Background: an optimization exercise with open tools, aiming at small area, a short achievable clock period and few clock cycles per item. Do not read the settings as production practice.
The RTL was checked by simulation tests, not by an equivalence proof against the original design.
Power figures rest on the tool's default switching activity, not on a simulated workload.

==> design/flow/design.v <==
`default_nettype none
package ugd_pkg;
    localparam int SAMPLE_W  = 32;
    localparam int FRAC_BITS = 16;
    localparam int TOL_W     = 16;
    localparam int ERR_W     = 2;
    localparam int STEP_W = SAMPLE_W + 1;           
    localparam int DEV_W  = SAMPLE_W + 2;           
    localparam int CMP_W  = SAMPLE_W + 3;           
    localparam int NUM_W  = SAMPLE_W + 3;           
    localparam int MAG_W  = SAMPLE_W + 2;           
    localparam int DVD_W  = MAG_W + FRAC_BITS;      
    localparam int Q_W    = SAMPLE_W + 1;           
    localparam int CNT_W  = $clog2(DVD_W + 1);
    localparam logic [Q_W-1:0] SAT_POS = {2'b00, {(SAMPLE_W-1){1'b1}}};
    localparam logic [Q_W-1:0] SAT_NEG = {2'b01, {(SAMPLE_W-1){1'b0}}};
    localparam logic [TOL_W-1:0] TOL_RESET = TOL_W'(1);
    typedef enum logic [ERR_W-1:0] {
        ERR_OK       = 2'd0,
        ERR_FEW      = 2'd1,
        ERR_ZERO     = 2'd2,
        ERR_NONUNI   = 2'd3
    } t_err;
endpackage
`default_nettype wire
`default_nettype none
import ugd_pkg::*;
module uniform_grid_derivative
(
    input  wire logic                       i_clk,
    input  wire logic                       i_rst_n,
    input  wire logic                       i_cfg_wr_en,
    input  wire logic [ugd_pkg::TOL_W-1:0]           i_cfg_wr_data,
    input  wire logic                       i_in_valid,
    output logic                            o_in_ready,
    input  wire logic signed [ugd_pkg::SAMPLE_W-1:0] i_voltage_sample,
    input  wire logic signed [ugd_pkg::SAMPLE_W-1:0] i_current_sample,
    input  wire logic                       i_sequence_end,
    output logic                            o_out_valid,
    input  wire logic                       i_out_ready,
    output logic signed [ugd_pkg::SAMPLE_W-1:0]      o_derivative,
    output logic [ugd_pkg::ERR_W-1:0]                o_error_code,
    output logic                            o_run_last
);
    localparam int W = 35;
    typedef enum logic [3:0] {
        S_A   = 4'd0,    
        S_ACC = 4'd1,    
        S_B   = 4'd2,    
        S_F2  = 4'd3,    
        S_F3  = 4'd4,    
        S_DIV = 4'd5,    
        S_CV  = 4'd6,    
        S_LC  = 4'd7,    
        S_L1  = 4'd8,    
        S_L2  = 4'd9,    
        S_L3  = 4'd10    
    } t_state;
    typedef enum logic [2:0] {
        ACT_NONE  = 3'd0,
        ACT_CLEAR = 3'd1,    
        ACT_BREAK = 3'd2,    
        ACT_P0    = 3'd3,    
        ACT_P1    = 3'd4,    
        ACT_SHIFT = 3'd5,    
        ACT_ENDJ  = 3'd6     
    } t_act;
    t_state r_state, n_state;
    t_act   r_act, n_act;
    logic   r_ready, n_ready;
    logic [TOL_W-1:0]   r_tol;
    logic signed [33:0] r_e, n_e;           
    logic signed [32:0] r_h, n_h;           
    logic signed [31:0] r_i1, n_i1, r_i0, n_i0;
    logic [1:0]         r_pts, n_pts;
    logic               r_brk, n_brk;
    logic               r_pc, n_pc, r_pl, n_pl, r_ewr, n_ewr;
    logic signed [W-1:0] r_rem, n_rem;
    logic [31:0]         r_q, n_q;
    logic [4:0]          r_cnt, n_cnt;
    logic                r_ex, n_ex, r_gneg, n_gneg, r_dn, n_dn, r_jlast, n_jlast;
    logic                r_conv, n_conv;
    logic                r_out_valid, n_out_valid;
    logic [1:0]          r_out_err, n_out_err;
    logic                r_out_last, n_out_last;
    logic signed [W-1:0] pa_x, pa_y, pa;
    logic                pa_inv;
    logic xv, xc, xi0, xr, xe, ye, yh, yi0, yi1, y4r;
    logic st_a, st_b, st_f2, st_f3, st_div, st_cv, st_lc, st_l1, st_l2, st_l3;
    logic ewr_now, acc_e;
    always_comb begin
        st_a   = (r_state == S_A);
        st_b   = (r_state == S_B);
        st_f2  = (r_state == S_F2);
        st_f3  = (r_state == S_F3);
        st_div = (r_state == S_DIV);
        st_cv  = (r_state == S_CV);
        st_lc  = (r_state == S_LC);
        st_l1  = (r_state == S_L1);
        st_l2  = (r_state == S_L2);
        st_l3  = (r_state == S_L3);
        ewr_now = st_div && r_ewr;                             
        acc_e   = r_ready && (r_act == ACT_P0 || r_act == ACT_P1);
        xv  = st_a || acc_e || (ewr_now && !r_pl);
        xc  = (st_b && r_pts[0]) || st_f2 || (st_cv && !r_pl) || (ewr_now && r_pl);
        xi0 = st_b && !r_pts[0];
        xr  = st_f3 || st_l3 || (st_lc && !r_pl);
        xe  = (st_lc && r_pl) || st_l1 || st_l2;
        ye  = st_a;
        yh  = (r_ready && r_act == ACT_P1) || (ewr_now && !r_pl);
        yi1 = (st_b && !r_pts[0]) || st_l1;
        yi0 = (st_b && r_pts[0]) || st_f3 || (st_cv && !r_pl) || (st_lc && r_pl) || st_l3;
        y4r = st_f2 || st_l2;
        pa_inv = st_a || st_b || st_f3 || (st_cv && !r_pl) || (st_lc && r_pl) || st_l1 || st_l2 || st_l3;
        pa_x = ({W{xv}}  & W'(i_voltage_sample))
             | ({W{xc}}  & W'(i_current_sample))
             | ({W{xi0}} & W'(r_i0))
             | ({W{xr}}  & r_rem)
             | ({W{xe}}  & W'(r_e));
        pa_y = ({W{ye}}  & W'(r_e))
             | ({W{yh}}  & W'(r_h))
             | ({W{yi0}} & W'(r_i0))
             | ({W{yi1}} & W'(r_i1))
             | ({W{y4r}} & (r_rem <<< 2));
    end
    assign pa = pa_x + (pa_y ^ {W{pa_inv}}) + W'(pa_inv);
    logic signed [W-1:0] dvs, step_t;
    logic                sub, qbit, rem_zero;
    assign dvs      = W'(signed'({r_h, 1'b0}));
    assign sub      = (r_rem[W-1] == r_h[32]);
    assign step_t   = {r_rem[W-2:0], r_q[31]} + (sub ? ~dvs : dvs) + W'(sub);
    assign qbit     = ~(step_t[W-1] ^ r_dn);
    assign rem_zero = (r_rem == '0);
    logic        exact, qneg, ovf, corr;
    logic [32:0] r33;
    logic [31:0] res;
    assign exact = r_ex || rem_zero;
    assign qneg  = r_gneg ^ r_dn;
    assign ovf   = r_q[31] ^ qneg;
    assign corr  = r_dn ^ (r_gneg & ~exact);
    assign r33   = {r_q[31], r_q} + 33'(corr);
    always_comb begin
        if (ovf)                     res = qneg ? 32'h8000_0000 : 32'h7fff_ffff;
        else if (r33[32] != r33[31]) res = 32'h7fff_ffff;
        else                         res = r33[31:0];
    end
    logic too_far, out_free;
    assign too_far  = (r_rem > W'(signed'({1'b0, r_tol}))) || (r_rem < -(W'(signed'({1'b0, r_tol}))));
    assign out_free = !r_out_valid || i_out_ready;
    logic emit, load;
    logic [1:0] emit_code;
    logic load_sig, load_last, load_ewr;
    always_comb begin
        n_state     = r_state;
        n_act       = r_act;
        n_ready     = 1'b0;
        n_e         = r_e;
        n_h         = r_h;
        n_i1        = r_i1;
        n_i0        = r_i0;
        n_pts       = r_pts;
        n_brk       = r_brk;
        n_pc        = r_pc;
        n_pl        = r_pl;
        n_ewr       = r_ewr;
        n_rem       = r_rem;
        n_q         = r_q;
        n_cnt       = r_cnt;
        n_ex        = r_ex;
        n_gneg      = r_gneg;
        n_dn        = r_dn;
        n_jlast     = r_jlast;
        n_conv      = 1'b0;
        n_out_valid = r_out_valid && !i_out_ready;
        n_out_err   = r_out_err;
        n_out_last  = r_out_last;
        emit        = 1'b0;
        emit_code   = 2'd0;
        load        = 1'b0;
        load_sig    = 1'b0;
        load_last   = 1'b0;
        load_ewr    = 1'b0;
        if (r_ready) begin
            case (r_act)
                ACT_CLEAR: begin n_pts = 2'd0; n_brk = 1'b0; end
                ACT_BREAK: n_brk = 1'b1;
                ACT_P0: begin
                    n_e = pa[33:0]; n_i1 = i_current_sample; n_pts = 2'd1;
                end
                ACT_P1: begin
                    n_e = pa[33:0]; n_i0 = r_i1; n_i1 = i_current_sample; n_pts = 2'd2;
                end
                ACT_SHIFT: begin
                    n_i0 = r_i1; n_i1 = i_current_sample; n_pts = 2'd3;
                end
                ACT_ENDJ: begin n_pts = 2'd0; n_brk = 1'b0; end
                default: ;
            endcase
        end
        if (ewr_now) begin
            n_e   = pa[33:0];
            n_ewr = 1'b0;
        end
        case (r_state)
            S_A: begin
                if (i_in_valid) begin
                    n_rem = pa;
                    if (r_pts == 2'd1) n_h = pa[32:0];
                    if (r_brk || (r_pts == 2'd0 && !i_sequence_end)) begin
                        n_act   = r_brk ? (i_sequence_end ? ACT_CLEAR : ACT_NONE) : ACT_P0;
                        n_ready = 1'b1;
                        n_state = S_ACC;
                    end else begin
                        n_state = S_B;
                    end
                end
            end
            S_ACC: n_state = S_A;
            S_B: begin
                if (r_pts < 2'd2 && i_sequence_end) begin
                    if (out_free) begin
                        emit = 1'b1; emit_code = ERR_FEW;
                        n_act = ACT_CLEAR; n_ready = 1'b1; n_state = S_ACC;
                    end
                end else if (r_pts == 2'd1) begin
                    if (rem_zero) begin
                        if (out_free) begin
                            emit = 1'b1; emit_code = ERR_ZERO;
                            n_act = ACT_BREAK; n_ready = 1'b1; n_state = S_ACC;
                        end
                    end else begin
                        n_act = ACT_P1; n_ready = 1'b1; n_state = S_ACC;
                    end
                end else if (too_far) begin
                    if (out_free) begin
                        emit = 1'b1; emit_code = ERR_NONUNI;
                        n_act = i_sequence_end ? ACT_CLEAR : ACT_BREAK;
                        n_ready = 1'b1; n_state = S_ACC;
                    end
                end else if (r_pts == 2'd2) begin
                    n_rem = pa;                  
                    n_pc = 1'b1; n_pl = i_sequence_end;
                    n_state = S_F2;
                end else if (out_free) begin
                    load = 1'b1;                 
                    load_ewr = 1'b1;
                    n_pc = 1'b0; n_pl = i_sequence_end;
                    n_act = i_sequence_end ? ACT_ENDJ : ACT_SHIFT;
                    n_ready = 1'b1;
                    n_state = S_DIV;
                end
            end
            S_F2: begin
                n_rem = pa;                      
                n_state = S_F3;
            end
            S_F3: begin
                if (out_free) begin
                    load = 1'b1; load_sig = 1'b1;    
                    load_ewr = 1'b1;
                    if (r_pl) begin
                        n_act = ACT_ENDJ; n_ready = 1'b1;
                    end
                    n_state = S_DIV;
                end
            end
            S_DIV: begin
                n_rem = step_t;
                n_q   = {r_q[30:0], qbit};
                n_ex  = (r_ex || rem_zero) && !r_q[31];
                n_cnt = r_cnt + 5'd1;
                if (r_cnt == 5'd31) begin
                    n_conv = 1'b1;
                    if (r_pc)      n_state = S_CV;
                    else if (r_pl) n_state = S_L1;
                    else           n_state = S_A;
                end
            end
            S_CV: begin
                if (!r_pl) begin
                    n_rem = pa;                  
                    n_act = ACT_SHIFT; n_ready = 1'b1;
                end
                n_state = S_LC;
            end
            S_LC: begin
                if (out_free) begin
                    load = 1'b1;                 
                    n_pc = 1'b0;
                    n_state = S_DIV;
                end
            end
            S_L1: begin
                n_rem = pa;                      
                n_state = S_L2;
            end
            S_L2: begin
                n_rem = pa;                      
                n_state = S_L3;
            end
            S_L3: begin
                if (out_free) begin
                    load = 1'b1; load_sig = 1'b1; load_last = 1'b1;    
                    n_pl = 1'b0;
                    n_state = S_DIV;
                end
            end
            default: n_state = S_A;
        endcase
        if (load) begin
            n_rem   = W'(pa[W-1:16]) | {{16{pa[W-1]}}, 19'd0};
            n_q     = {pa[15:0], 16'd0};
            n_gneg  = pa[W-1];
            n_dn    = r_h[32] ^ load_sig;
            n_ex    = 1'b0;
            n_cnt   = 5'd0;
            n_jlast = load_last;
            n_ewr   = load_ewr;
        end
        if (emit) begin
            n_q         = '0;
            n_out_valid = 1'b1;
            n_out_err   = emit_code;
            n_out_last  = 1'b1;
        end
        if (r_conv) begin
            n_q         = res;
            n_out_valid = 1'b1;
            n_out_err   = ERR_OK;
            n_out_last  = r_jlast;
        end
    end
    always_ff @(posedge i_clk) begin
        if (!i_rst_n) begin
            r_state     <= S_A;
            r_ready     <= 1'b0;
            r_tol       <= TOL_RESET;
            r_pts       <= 2'd0;
            r_brk       <= 1'b0;
            r_pc        <= 1'b0;
            r_pl        <= 1'b0;
            r_ewr       <= 1'b0;
            r_conv      <= 1'b0;
            r_out_valid <= 1'b0;
        end else begin
            r_state     <= n_state;
            r_ready     <= n_ready;
            if (i_cfg_wr_en) begin
                r_tol <= i_cfg_wr_data;
            end
            r_pts       <= n_pts;
            r_brk       <= n_brk;
            r_pc        <= n_pc;
            r_pl        <= n_pl;
            r_ewr       <= n_ewr;
            r_conv      <= n_conv;
            r_out_valid <= n_out_valid;
        end
    end
    always_ff @(posedge i_clk) begin
        r_act      <= n_act;
        r_e        <= n_e;
        r_h        <= n_h;
        r_i1       <= n_i1;
        r_i0       <= n_i0;
        r_rem      <= n_rem;
        r_q        <= n_q;
        r_cnt      <= n_cnt;
        r_ex       <= n_ex;
        r_gneg     <= n_gneg;
        r_dn       <= n_dn;
        r_jlast    <= n_jlast;
        r_out_err  <= n_out_err;
        r_out_last <= n_out_last;
    end
    assign o_in_ready   = r_ready;
    assign o_out_valid  = r_out_valid;
    assign o_derivative = r_q;
    assign o_error_code = r_out_err;
    assign o_run_last   = r_out_last;
endmodule
`default_nettype wire
==> design/flow/run.sh <==
#!/bin/bash
# synth_recipe.tcl (not shown) runs the flow's synth.tcl, then flattens the netlist and writes it again
# the make line also repeats each setting of config.mk as NAME=value (left out here)
make -C /OpenROAD-flow-scripts/flow DESIGN_CONFIG=/design/flow/config.mk WORK_HOME=/design/flow/orfs CLKGATE_MAP_FILE= SYNTH_SCRIPT=/design/flow/synth_recipe.tcl finish
==> design/flow/config.mk <==
export PLATFORM = sky130hd
export DESIGN_NAME = uniform_grid_derivative
export DESIGN_NICKNAME = uniform_grid_derivative
export VERILOG_FILES = /design/flow/design.v
export SDC_FILE = /design/flow/constraint.sdc
export NUM_CORES = 4
export LEC_CHECK = 0
export ABC_CLOCK_PERIOD_IN_PS = 2500
export CAP_MARGIN = 20
export CORE_MARGIN = 2
export CORE_UTILIZATION = 40
export SLEW_MARGIN = 20
==> design/flow/constraint.sdc <==
create_clock -name core_clock -period 7.0 [get_ports {i_clk}]
set_input_delay 1.4000 -clock core_clock [delete_from_list [all_inputs] [get_ports {i_clk}]]
set_output_delay 1.4000 -clock core_clock [all_outputs]
set_load 0.01 [all_outputs]
==> results of run 1 <==
[state kept, by name (all words and copies together) (netlist names), 2 cells and up]
register,count
r_rem,35
r_e,34
r_h,33
r_i0,32
r_i1,32
r_q,32
r_tol,16
r_cnt,5
r_state,4
r_act,3
r_out_err,2
r_pts,2
[cell usage in the layout (no fill, tap or decap), types with 7 or more instances in the layout]
master	netlist	final
nor3_1	37	37
and3_1	20	20
o21a_1	16	16
xor2_1	41	40
ha_1	124	124
clkdlybuf4s50_1	0	122
nor2_1	110	108
xnor2_1	132	132
a21o_1	52	52
inv_1	67	67
o21ai_0	90	88
dfxtp_1	37	37
clkbuf_16	0	29
a22oi_1	64	64
mux2i_1	29	29
o21bai_1	13	13
o22ai_1	22	22
or2_2	7	7
a222oi_1	62	62
nand4_1	22	22
or3_1	10	10
a31oi_1	10	10
nor2b_1	35	35
a221o_1	19	19
nor4_1	14	14
o211ai_1	12	12
nor3b_1	13	13
a211oi_1	12	12
nand2b_1	31	31
edfxtp_1	205	205
a21oi_1	98	96
buf_4	0	46
nand3_1	46	46
nand2_1	174	174
[cell families (layout without fill, tap and decap cells)]
group	count (synthesis)	after routing	synth area share [%]
AOI/OAI and AO/OA	542	542	22.0
and+or+nand+nor	550	550	15.5
DFF	242	242	39.2
muxes	29	29	1.65
buffers and inverters	171	289	3.77
xor gates and xnor gates	174	174	8.75
adders and majority gates	127	127	9.11
[path summary, 6_finish.rpt]
path                                  to  slack [ns]  cells past startpoint
worst max-delay path            r_rem[4]        0.83                     18
worst min-delay path            r_i0[21]        0.46                      0
worst max register to register  r_rem[4]        0.83                     18
worst min register to register  r_i0[21]        0.46                      0
[worst max-delay path: stages, from the launching register on]
cell,delay [ns]
dfxtp_1,0.92
nor2_1,0.24
nor2_1,0.26
o2111a_2,0.68
buf_4,0.47
xnor2_1,0.13
ha_1,0.38
nor2b_1,0.20
o2111ai_1,0.16
nand3_1,0.14
nor4bb_1,0.59
o21ai_0,0.26
o21ai_0,0.21
buf_4,0.17
a21o_1,0.11
a21oi_1,0.07
xnor2_1,0.68
a22oi_1,0.18
o21ai_0,0.11
[layout make-up]
type / instances / area, µm² / area share, %
Multi-Input combinational cell: 1422 / 10100 / 49.4
Sequential cell: 242 / 6900 / 33.7
Timing Repair Buffer: 168 / 1570 / 7.65
Clock buffer: 39 / 805 / 3.93
Tap cell: 585 / 732 / 3.58
Inverter: 68 / 255 / 1.25
Clock inverter: 14 / 105 / 0.513
[through the flow]
step	utilization [%]	instance area (µm²)	worst slack [ns]	hold slack, ns	power (mW)
2_1_floorplan	-	17600	1.30	0.425	5.23
3_3_place_gp	45.2	19600	1.03	0.434	6.72
3_5_place_dp	45.2	19600	0.947	0.438	6.75
4_1_cts	47.3	20500	0.937	0.455	8.25
5_1_grt	47.3	20500	0.255	0.466	8.78
6_report	47.3	20500	0.825	0.458	8.31
[power by group through the flow]
| stage | sequential, mW | combinational (mW) | clock [mW] |
|---|---|---|---|
| final | 2.44 | 4.39 | 1.47 |
| after detailed placement | 2.46 | 4.29 | 0 |
| after global placement | 2.46 | 4.26 | 0 |
| after floorplan | 2.19 | 3.04 | 0 |
| after CTS | 2.43 | 4.32 | 1.50 |
| after global routing | 2.45 | 4.79 | 1.55 |
[per-layer routing]
layer / routed length, µm / up-vias / track usage, %
met4: 1910 / 0 / 8.19
li1: - / 7201 / -
met2: 28900 / 754 / 44.8
met3: 4890 / 116 / 4.14
met1: 25900 / 7555 / 35.6
met5: 0 / - / 0
==> summary.txt, run 1 <==
STA
  – Final Cycle Share: between 80 and 90%
  – Worst-Margin Slew: between 0.9 and 1 ns
  – Fmax: ~0.16 GHz
  – Slew Viols, Final: 0
  – Clk_skew: 0.0165 ns
  – Final min period: 6.17 ns
  – Fin. Hold Viols: 0
  – Rel. slew slack: approximately 34%
  – Unrepaired setup endpoints after global routing: no
  – Endpoints failing setup: 0
  – Setup TNS after final layout: 0 ns

Clock tree
  – Clock sinks: approximately 240
  – CTS Hold Bufs: 0
  – Post-CTS sizing: 0
  – TritonCTS clock tree: built
  – Clk slew on worst S/H paths: approximately 0.06 ns
  – Worst-case clock buffer depth: 3
  – H-Tree Depth: 1
  – Skew-Pair Late Insertion Delay: 0.59 ns
  – Root buffer cell: clkbuf_16
  – Postcts setup bufs: 0
  – Num CTS Buffers: 29

Global routing
  – Vias in the first global route: approximately 15,000
  – Overflow after GRT: 0
  – Initial antenna violation count: 0
  – Largest net degree at the start of global routing: 48
  – Gr usage total: a little over a quarter
  – First-pass GRT wire length: 92.9 mm

Worst setup path
  – Worst reg2reg startpoint: r_state[0]
  – Critical path endpoint category: register
  – Crit path from: r_state[0]
  – WS Path Type: reg2reg
  – Max FO, Critical Path: 28
  – Worst Path Required: between 7 and 8 ns
  – Startpoint types: register
  – Arrival @ worst endpoint: roughly 6.6 ns

Placement
  – Placed cell count: about 2,500
  – PortBufs: 122
  – Final GP Congestion: 0.950
  – Post-detail-place hpwl: between 40 and 50 mm

Power
  – Switching power: approximately 3.7 mW
  – Pleak: slightly below 8 nW
  – Share of power burned in registers: 29.4%
  – Cell internal pwr: about 4.6 mW
  – Max VDD drop: around 0.27 mV
  – Gate power share: a little over half
  – Switch share: around 45%
  – Clock share of power: between 10% and 20%
  – Power per cell area: a little over 400 mW/mm²

Synthesis
  – Synthesized net count: roughly 2,000
  – Synth top cells by count: edfxtp_1, nand2_1, xnor2_1
  – Seq/Total Area, Yosys: around two fifths
  – Count leader, synth: edfxtp_1
  – Cell taking the most area after synthesis: edfxtp_1
  – Synth Register Bits: between 200 and 250
  – Distinct cells, synth: a little under 90
  – Synth Flop Type: edfxtp_1
  – Ys async rst share: 0%
  – Yosys top cell area share: a little over a third
  – Synthesized area per cell: between 9 and 10 µm²
  – Area contributors post-synth: edfxtp_1, ha_1, xnor2_1
  – Post-Syn Area: 0.0176 mm²
  – YS warnings: 1
  – Post-synth EDFFs: a little over 200
  – Cells after synthesis: roughly 1,800

Finish
  – Layout area overhead: 16.5%
  – # diodes: 0
  – Layout fillers: about 4,100
  – Share of post-route cells with drive strength above 1: under 10%
  – Nets: 2,143
  – Finished Layout Cells: 2,538

Route
  – Vias per inst: between 6 and 7
  – DR vias: between 15,000 and 20,000
  – Average wire per standard cell: 24.3 µm
  – Post-Route WL: 61.6 mm
  – DRT Pass-1 Iters: 10
  – Drt initial violations: between 1,500 and 2,000
  – Post-route DRC: 0
  – Antenna-violating nets left: 0

Floorplanning
  – Die footprint: about 0.046 mm²
  – Die Span Y: roughly 210 µm
  – Initial Utilization: between 40% and 50%
  – Die X: approximately 210 µm
  – I/O pins: between 100 and 150
  – Rows: 76
  – Core ar.: ~0.043 mm²

Hold path
  – Min-delay src: r_i1[21]
  – Hold Crit Class: reg2reg

Run status
  – Status: no timing/DRC/antenna violations

Job
  – Max Cap Viol: 0
Testbench counts, summed over its fixed seeds: cycles 106,914, items 3,235.
==> run 2: changes to the inputs <==
--- a/design/flow/config.mk
+++ b/design/flow/config.mk
@@ -9,4 +9,5 @@
 export CAP_MARGIN = 20
 export CORE_MARGIN = 2
 export CORE_UTILIZATION = 40
+export SETUP_SLACK_MARGIN = 3.5
 export SLEW_MARGIN = 20
==> summary.txt, run 2 <==
Run status
  – Status: no timing/DRC/antenna violations

Route
  – Drt initial violations: 2,283 (+24%)
  – Average wire per standard cell: 26.3 µm (+8.4%)
  – Post-Route WL: 73.7 mm (+20%)
  – DRT Pass-1 Iters: 10 (unchanged)
  – Vias per inst: 6.42 (+4.2%)
  – DR vias: 18,000 (+15%)
  – Post-route DRC: 0 (unchanged)
  – Antenna-violating nets left: 0 (unchanged)

Floorplanning
  – I/O pins: 123 (unchanged)
  – Initial Utilization: 40.6% (unchanged)
  – Die X: 214 µm (unchanged)
  – Core ar.: 0.0433 mm² (unchanged)
  – Rows: 76 (unchanged)
  – Die footprint: 0.0456 mm² (unchanged)
  – Die Span Y: 214 µm (unchanged)

Synthesis
  – Synthesized area per cell: 9.58 µm² (unchanged)
  – Synthesized net count: 2,047 (unchanged)
  – Area contributors post-synth: edfxtp_1, ha_1, xnor2_1
  – Yosys top cell area share: 35.0% (unchanged)
  – Cell taking the most area after synthesis: edfxtp_1
  – Seq/Total Area, Yosys: 39.2% (unchanged)
  – Count leader, synth: edfxtp_1
  – YS warnings: 1 (unchanged)
  – Post-Syn Area: 0.0176 mm² (unchanged)
  – Synth Flop Type: edfxtp_1
  – Distinct cells, synth: 87 (unchanged)
  – Synth top cells by count: edfxtp_1, nand2_1, xnor2_1
  – Post-synth EDFFs: 205 (unchanged)
  – Ys async rst share: 0% (unchanged)
  – Synth Register Bits: 242 (unchanged)
  – Cells after synthesis: 1,835 (unchanged)

Power
  – Pleak: 10.0 nW (+29%)
  – Max VDD drop: 0.283 mV (+5.6%)
  – Power per cell area: 402 mW/mm² (-1.0%)
  – Clock share of power: 16.5% (-1.2 points)
  – Final Power: 10.4 mW (+26%)
  – Switch share: 44.0% (-1.1 points)
  – Switching power: 4.59 mW (+23%)
  – Cell internal pwr: 5.84 mW (+28%)
  – Gate power share: 60.9% (+8.0 points)
  – Share of power burned in registers: 22.6% (-6.8 points)

Finish
  – Finished Layout Cells: 2,800 (+10%)
  – Biggest regs: r_rem (35), r_e (34), r_h (33)
  – # diodes: 0 (unchanged)
  – Final instance area: 0.0260 mm² (+27%)
  – Max FFs per register: 35 (unchanged)
  – Layout area overhead: 47.7%
  – Share of post-route cells with drive strength above 1: 29.8% (+23 points)
  – Nets: 2,404 (+12%)
  – Commonest cells after routing, fill and taps aside: edfxtp_1, buf_4, nand2_1
  – Most flops, register: r_rem
  – Most common cell after layout, fill and taps aside: edfxtp_1
  – Fin util: 60.0% (+13 points)

Clock tree
  – Num CTS Buffers: 30 (+3.4%)
  – Root buffer cell: clkbuf_16
  – TritonCTS clock tree: built
  – Clk slew on worst S/H paths: 0.07 ns (about the same)
  – Clock sinks: 242 (unchanged)
  – H-Tree Depth: 1 (unchanged)
  – Skew-Pair Late Insertion Delay: 0.60 ns (about the same)
  – Worst-case clock buffer depth: 3 (unchanged)

STA
  – Rel. slew slack: 35.4% (+1.0 points)
  – Endpoints failing setup: 0 (unchanged)
  – Setup WS post-layout: 2.30 ns (+1.47 ns)
  – Worst-Margin Slew: 0.966 ns (-0.0152 ns)
  – Fin. Hold Viols: 0 (unchanged)
  – Final min period: 4.70 ns (-1.47 ns)
  – Final Cycle Share: 67.2% (-21 points)
  – Setup TNS after final layout: 0 ns (unchanged)
  – Clk_skew: 0.0144 ns (-0.00208 ns)
  – Slew Viols, Final: 0 (unchanged)
  – Final hold slack: 0.450 ns (-0.00802 ns)
  – Unrepaired setup endpoints after global routing: yes
  – Fmax: 0.213 GHz (+31%)

Worst setup path
  – Max FO, Critical Path: 7 (-75%)
  – Crit path from: r_state[3]
  – Cell mode on critical path: buf_4
  – Arrival @ worst endpoint: 5.05 ns (-1.56 ns)
  – WS Path Type: reg2reg
  – CP peak stage delay: 0.48 ns (-0.44 ns)
  – Worst reg2reg startpoint: r_state[3]
  – Startpoint types: register
  – Worst Path Required: 7.35 ns (-0.09 ns)
  – Critical path endpoint category: register
  – Crit path max-delay cell type: a2111o_1
  – Cell chain of the critical path: buf_8 -> or3b_4 -> a21oi_4 -> buf_6 -> a222oi_1 -> buf_4 -> a2111o_1 -> nand2_2 -> fa_2 -> nor2b_2 -> o2111ai_2 -> nand3_2 -> nor4bb_4 -> buf_4 -> o211ai_1 -> nand2_1 -> nor3_4 -> o21bai_1 -> a21oi_2 -> xnor2_4 -> a221o_1

Placement
  – PortBufs: 122 (unchanged)
  – Placed cell area: 0.0199 mm² (+1.5%)
  – Placed cell count: 2,477 (-0.32%)
  – Post-detail-place hpwl: 44.8 mm (-1.7%)
  – Pre-CTS setup slack: 1.30 ns (+0.353 ns)
  – Final GP Congestion: 0.939 (-1.2%)

Global routing
  – Overflow after GRT: 0 (unchanged)
  – Gr usage total: 30.5% (+3.8 points)
  – Initial antenna violation count: 0 (unchanged)
  – First-pass GRT wire length: 104 mm (+12%)
  – Vias in the first global route: 17,200 (+12%)
  – Largest net degree at the start of global routing: 35 (-27%)

Hold path
  – Min-delay src: r_i1[8]
  – Hold Crit Class: reg2reg

Job
  – Max Cap Viol: 0 (unchanged)
-- run 2: worst max-delay path, delay by kind of cell (launching register included) --
kind / cells / cell delay (ns)
xor+xnor: 1 / 0.14
buf+inv: 4 / 0.60
simple gates: 7 / 1.22
fa+ha+maj: 1 / 0.22
compound gates: 8 / 1.90
flops: 1 / 0.36
-- run 2: cells by family (layout without fill, tap and decap cells) --
family | after synthesis | after routing | synth area share [%]
fa+ha+maj | 127 | 127 | 9.11
xor+xnor | 174 | 174 | 8.75
buf+inv | 171 | 534 | 3.77
compound gates | 542 | 552 | 22.0
simple gates | 550 | 557 | 15.5
flops | 242 | 242 | 39.2
mux | 29 | 29 | 1.65
-- run 2: path summary, 6_finish.rpt --
kind	end	slack, ns	depth (start not counted)
setup / recovery	r_rem[28]	2.30	21
hold / removal	r_i0[8]	0.45	0
setup reg to reg	r_rem[28]	2.30	21
hold reg to reg	r_i0[8]	0.45	0
-- run 2: layer usage --
metal  part of all wire [%]  up-vias  GRT usage [%]  routed length, µm
met4                    6.7        0           16.4               4910
met2                     45     1225           49.7              33500
li1                       -     7795              -                  -
met1                     37     8627           38.2              27400
met5                      0        -              0                  0
met3                     11      316           6.11               7940
-- run 2: area by class of cell --
type	instances	area, µm²
Clock buffer	31	754
Sequential cell	242	6920
Clock inverter	24	309
Inverter	68	275
Timing Repair Buffer	411	4380
Fill cell	3417	17300
Tap cell	585	732
Multi-Input combinational cell	1439	12600
-- run 2: repair_timing --
item / 4_1_cts / 5_1_grt
setup endpoints to repair: 226 / 221
cloned: 29 / 4
pin swaps: 131 / 125
resized for setup: 357 / 152
hold buffers: 0 / 0
setup buffers: 145 / 90
-- run 2: power by group through the flow --
stage,Sequential (mW),Combinational [mW],Clock (mW)
6_report,2.36,6.35,1.72
5_1_grt,2.35,6.70,1.78
4_1_cts,2.33,5.55,1.72
3_5_place_dp,2.45,4.36,0
3_3_place_gp,2.44,4.32,0
2_1_floorplan,2.19,3.15,0
==> run 3: changes to the inputs <==
--- a/design/flow/config.mk
+++ b/design/flow/config.mk
@@ -5,9 +5,7 @@
 export SDC_FILE = /design/flow/constraint.sdc
 export NUM_CORES = 4
 export LEC_CHECK = 0
-export ABC_CLOCK_PERIOD_IN_PS = 2500
 export CAP_MARGIN = 20
 export CORE_MARGIN = 2
 export CORE_UTILIZATION = 40
-export SETUP_SLACK_MARGIN = 3.5
 export SLEW_MARGIN = 20
==> summary.txt, run 3 <==
Placement
  – Pre-CTS setup slack: 0.947 ns (-0.353 ns)
  – PortBufs: 122 (unchanged)
  – Post-detail-place hpwl: 45.6 mm (+1.8%)
  – Placed cell area: 0.0196 mm² (-1.5%)
  – Final GP Congestion: 0.950 (+1.3%)

Hold path
  – Min-delay src: r_i1[21]
  – Hold Crit Class: reg2reg

Worst setup path
  – Cell chain of the critical path: nor2_1 -> nor2_1 -> o2111a_2 -> buf_4 -> xnor2_1 -> ha_1 -> nor2b_1 -> o2111ai_1 -> nand3_1 -> nor4bb_1 -> o21ai_0 -> o21ai_0 -> buf_4 -> a21o_1 -> a21oi_1 -> xnor2_1 -> a22oi_1 -> o21ai_0
  – Crit path from: r_state[0]
  – Arrival @ worst endpoint: 6.61 ns (+1.56 ns)
  – CP peak stage delay: 0.92 ns (+0.44 ns)
  – Max FO, Critical Path: 28 (+21)
  – Startpoint types: register
  – Worst Path Required: 7.44 ns (+0.09 ns)
  – Critical path endpoint category: register
  – Crit path max-delay cell type: dfxtp_1
  – Cell mode on critical path: o21ai_0
  – WS Path Type: reg2reg
  – Worst reg2reg startpoint: r_state[0]

Clock tree
  – Postcts setup bufs: 0 (-100%)
  – Worst-case clock buffer depth: 3 (unchanged)
  – Clk slew on worst S/H paths: 0.06 ns (about the same)
  – Post-CTS sizing: 0 (-100%)
  – Skew-Pair Late Insertion Delay: 0.59 ns (about the same)
  – Root buffer cell: clkbuf_16
  – TritonCTS clock tree: built
  – Clock sinks: 242 (unchanged)
  – CTS Hold Bufs: 0 (unchanged)
  – Num CTS Buffers: 29 (-3.3%)
  – H-Tree Depth: 1 (unchanged)

Route
  – Antenna-violating nets left: 0 (unchanged)
  – Vias per inst: 6.16 (-4.0%)
  – Post-Route WL: 61.6 mm (-16%)
  – Average wire per standard cell: 24.3 µm (-7.7%)
  – DR vias: 15,600 (-13%)
  – Drt initial violations: 1,844 (-19%)
  – Post-route DRC: 0 (unchanged)
  – DRT Pass-1 Iters: 10 (unchanged)

Synthesis
  – Synth Register Bits: 242 (unchanged)
  – Synth Flop Type: edfxtp_1
  – Yosys top cell area share: 35.0% (unchanged)
  – Synth top cells by count: edfxtp_1, nand2_1, xnor2_1
  – Area contributors post-synth: edfxtp_1, ha_1, xnor2_1
  – Synthesized net count: 2,047 (unchanged)
  – Cells after synthesis: 1,835 (unchanged)
  – Ys async rst share: 0% (unchanged)
  – YS warnings: 1 (unchanged)
  – Count leader, synth: edfxtp_1
  – Distinct cells, synth: 87 (unchanged)
  – Cell taking the most area after synthesis: edfxtp_1
  – Post-Syn Area: 0.0176 mm² (unchanged)
  – Post-synth EDFFs: 205 (unchanged)
  – Synthesized area per cell: 9.58 µm² (unchanged)
  – Seq/Total Area, Yosys: 39.2% (unchanged)

Finish
  – # diodes: 0 (unchanged)
  – Final instance area: 0.0205 mm² (-21%)
  – Layout fillers: 4,082 (+19%)
  – Nets: 2,143 (-11%)
  – Max FFs per register: 35 (unchanged)
  – Commonest cells after routing, fill and taps aside: edfxtp_1, nand2_1, xnor2_1
  – Biggest regs: r_rem (35), r_e (34), r_h (33)
  – Layout area overhead: 16.5%
  – Most common cell after layout, fill and taps aside: edfxtp_1
  – Share of post-route cells with drive strength above 1: 6.40% (-23 points)
  – Most flops, register: r_rem

Global routing
  – First-pass GRT wire length: 92.9 mm (-11%)
  – Initial antenna violation count: 0 (unchanged)
  – Overflow after GRT: 0 (unchanged)
  – Gr usage total: 26.8% (-3.8 points)
  – Largest net degree at the start of global routing: 48 (+37%)
  – Vias in the first global route: 15,300 (-11%)

Job
  – Max Cap Viol: 0 (unchanged)

Floorplanning
  – Initial Utilization: 40.6% (unchanged)
  – Die X: 214 µm (unchanged)
  – Rows: 76 (unchanged)
  – Die footprint: 0.0456 mm² (unchanged)
  – I/O pins: 123 (unchanged)
  – Die Span Y: 214 µm (unchanged)
  – Core ar.: 0.0433 mm² (unchanged)

STA
  – Setup WS post-layout: 0.825 ns (-1.47 ns)
  – Unrepaired setup endpoints after global routing: no
  – Fin. Hold Viols: 0 (unchanged)
  – Rel. slew slack: 34.4% (-1.0 points)
  – Setup TNS after final layout: 0 ns (unchanged)
  – Worst-Margin Slew: 0.982 ns (+0.0152 ns)
  – Slew Viols, Final: 0 (unchanged)
  – Clk_skew: 0.0165 ns (+0.00208 ns)
  – Final min period: 6.17 ns (+1.47 ns)
  – Endpoints failing setup: 0 (unchanged)
  – Final Cycle Share: 88.2% (+21 points)
  – Fmax: 0.162 GHz (-24%)

Power
  – Max VDD drop: 0.268 mV (-5.3%)
  – Pleak: 7.77 nW (-22%)
  – Power per cell area: 406 mW/mm² (+1.0%)

Run status
  – Status: no timing/DRC/antenna violations
run 3: cell counts after synthesis:
No cell type changed its count.
run 3: metrics by stage:
step	total power, mW	utilization [%]	hold slack (ns)	instances
after detailed placement	6.75	45.2	0.438	2485
after CTS	8.25	47.3	0.455	2538
after global placement	6.72	45.2	0.434	2485
after global routing	8.78	47.3	0.466	2538
after floorplan	5.23	-	0.425	1835
final	8.31	47.3	0.458	2538
run 3: cell families after synthesis:
| family | synth area share [%] |
|---|---|
| xor gates and xnor gates | 8.75 |
| DFF | 39.2 |
| AOI/OAI and AO/OA | 22.0 |
| adders and majority gates | 9.11 |
| muxes | 1.65 |
| and+or+nand+nor | 15.5 |
| buffers and inverters | 3.77 |
run 3: report_power, final:
part	total (mW)	switching (mW)	internal [mW]
clock network	1.47	0.634	0.839
registers	2.44	0.468	1.97
logic	4.39	2.64	1.75
total	8.31	3.74	4.56
run 3: layer usage:
layer | up-vias | global-route usage, % | wire length [µm]
li1 | 7201 | - | -
met1 | 7555 | 35.6 | 25900
met2 | 754 | 44.8 | 28900
met3 | 116 | 4.14 | 4890
met4 | 0 | 8.19 | 1910
met5 | - | 0 | 0
run 3: worst max-delay path: cells and delay by family, from the launching register on:
kind,cells,cell delay (ns)
fa+ha+maj,1,0.38
compound gates,8,1.78
simple gates,5,1.43
flops,1,0.92
xor+xnor,2,0.81
buf+inv,2,0.64
run 3: final timing paths:
check,cells after the start,to,slack (ns)
max,18,r_rem[4],0.83
min,0,r_i0[21],0.46
max reg2reg,18,r_rem[4],0.83
min reg2reg,0,r_i0[21],0.46
run 3: layout make-up:
cell class                 count  area [µm²]  share of cell area (%)
timing repair buffer         168        1570                    7.65
tap                          585         732                    3.58
clock inverter                14         105                   0.513
inverter                      68         255                    1.25
multi-input combinational   1422       10100                    49.4
sequential                   242        6900                    33.7
clock buffer                  39         805                    3.93

[static timing again, ports no longer ideal]
The results above use ideal ports. As a check the final layouts listed here were re-extracted and re-timed, cells and wires unchanged.
Step 1, drivers: a clkbuf_16 drives i_clk and a buf_2 each remaining input, both assumed.
Step 2 also shifts input and output timing later by t, the mid clock arrival at the registers, as if the neighbouring blocks saw the same clock.
Slacks: ideal ports / drivers / drivers and shift; pairs: ideal ports / drivers.
run	shift t [ns]	slack for setup (ns)	worst setup path after step 2	clock arrival spread, ns	slew at the worst register clock pin (ns)
run 1	0.639	0.825 / 0.825 / 0.811	input to register	0.017 / 0.017	0.06 / 0.06
run 2	0.651	2.296 / 2.296 / 1.735	input to register	0.015 / 0.015	0.07 / 0.07
run 3	0.639	0.825 / 0.825 / 0.811	input to register	0.017 / 0.017	0.06 / 0.06
After both steps setup and hold are still met in every run listed. The setup slack of run 2, which loses most, moves by 0.000 ns with the drivers and by -0.561 ns with both steps.
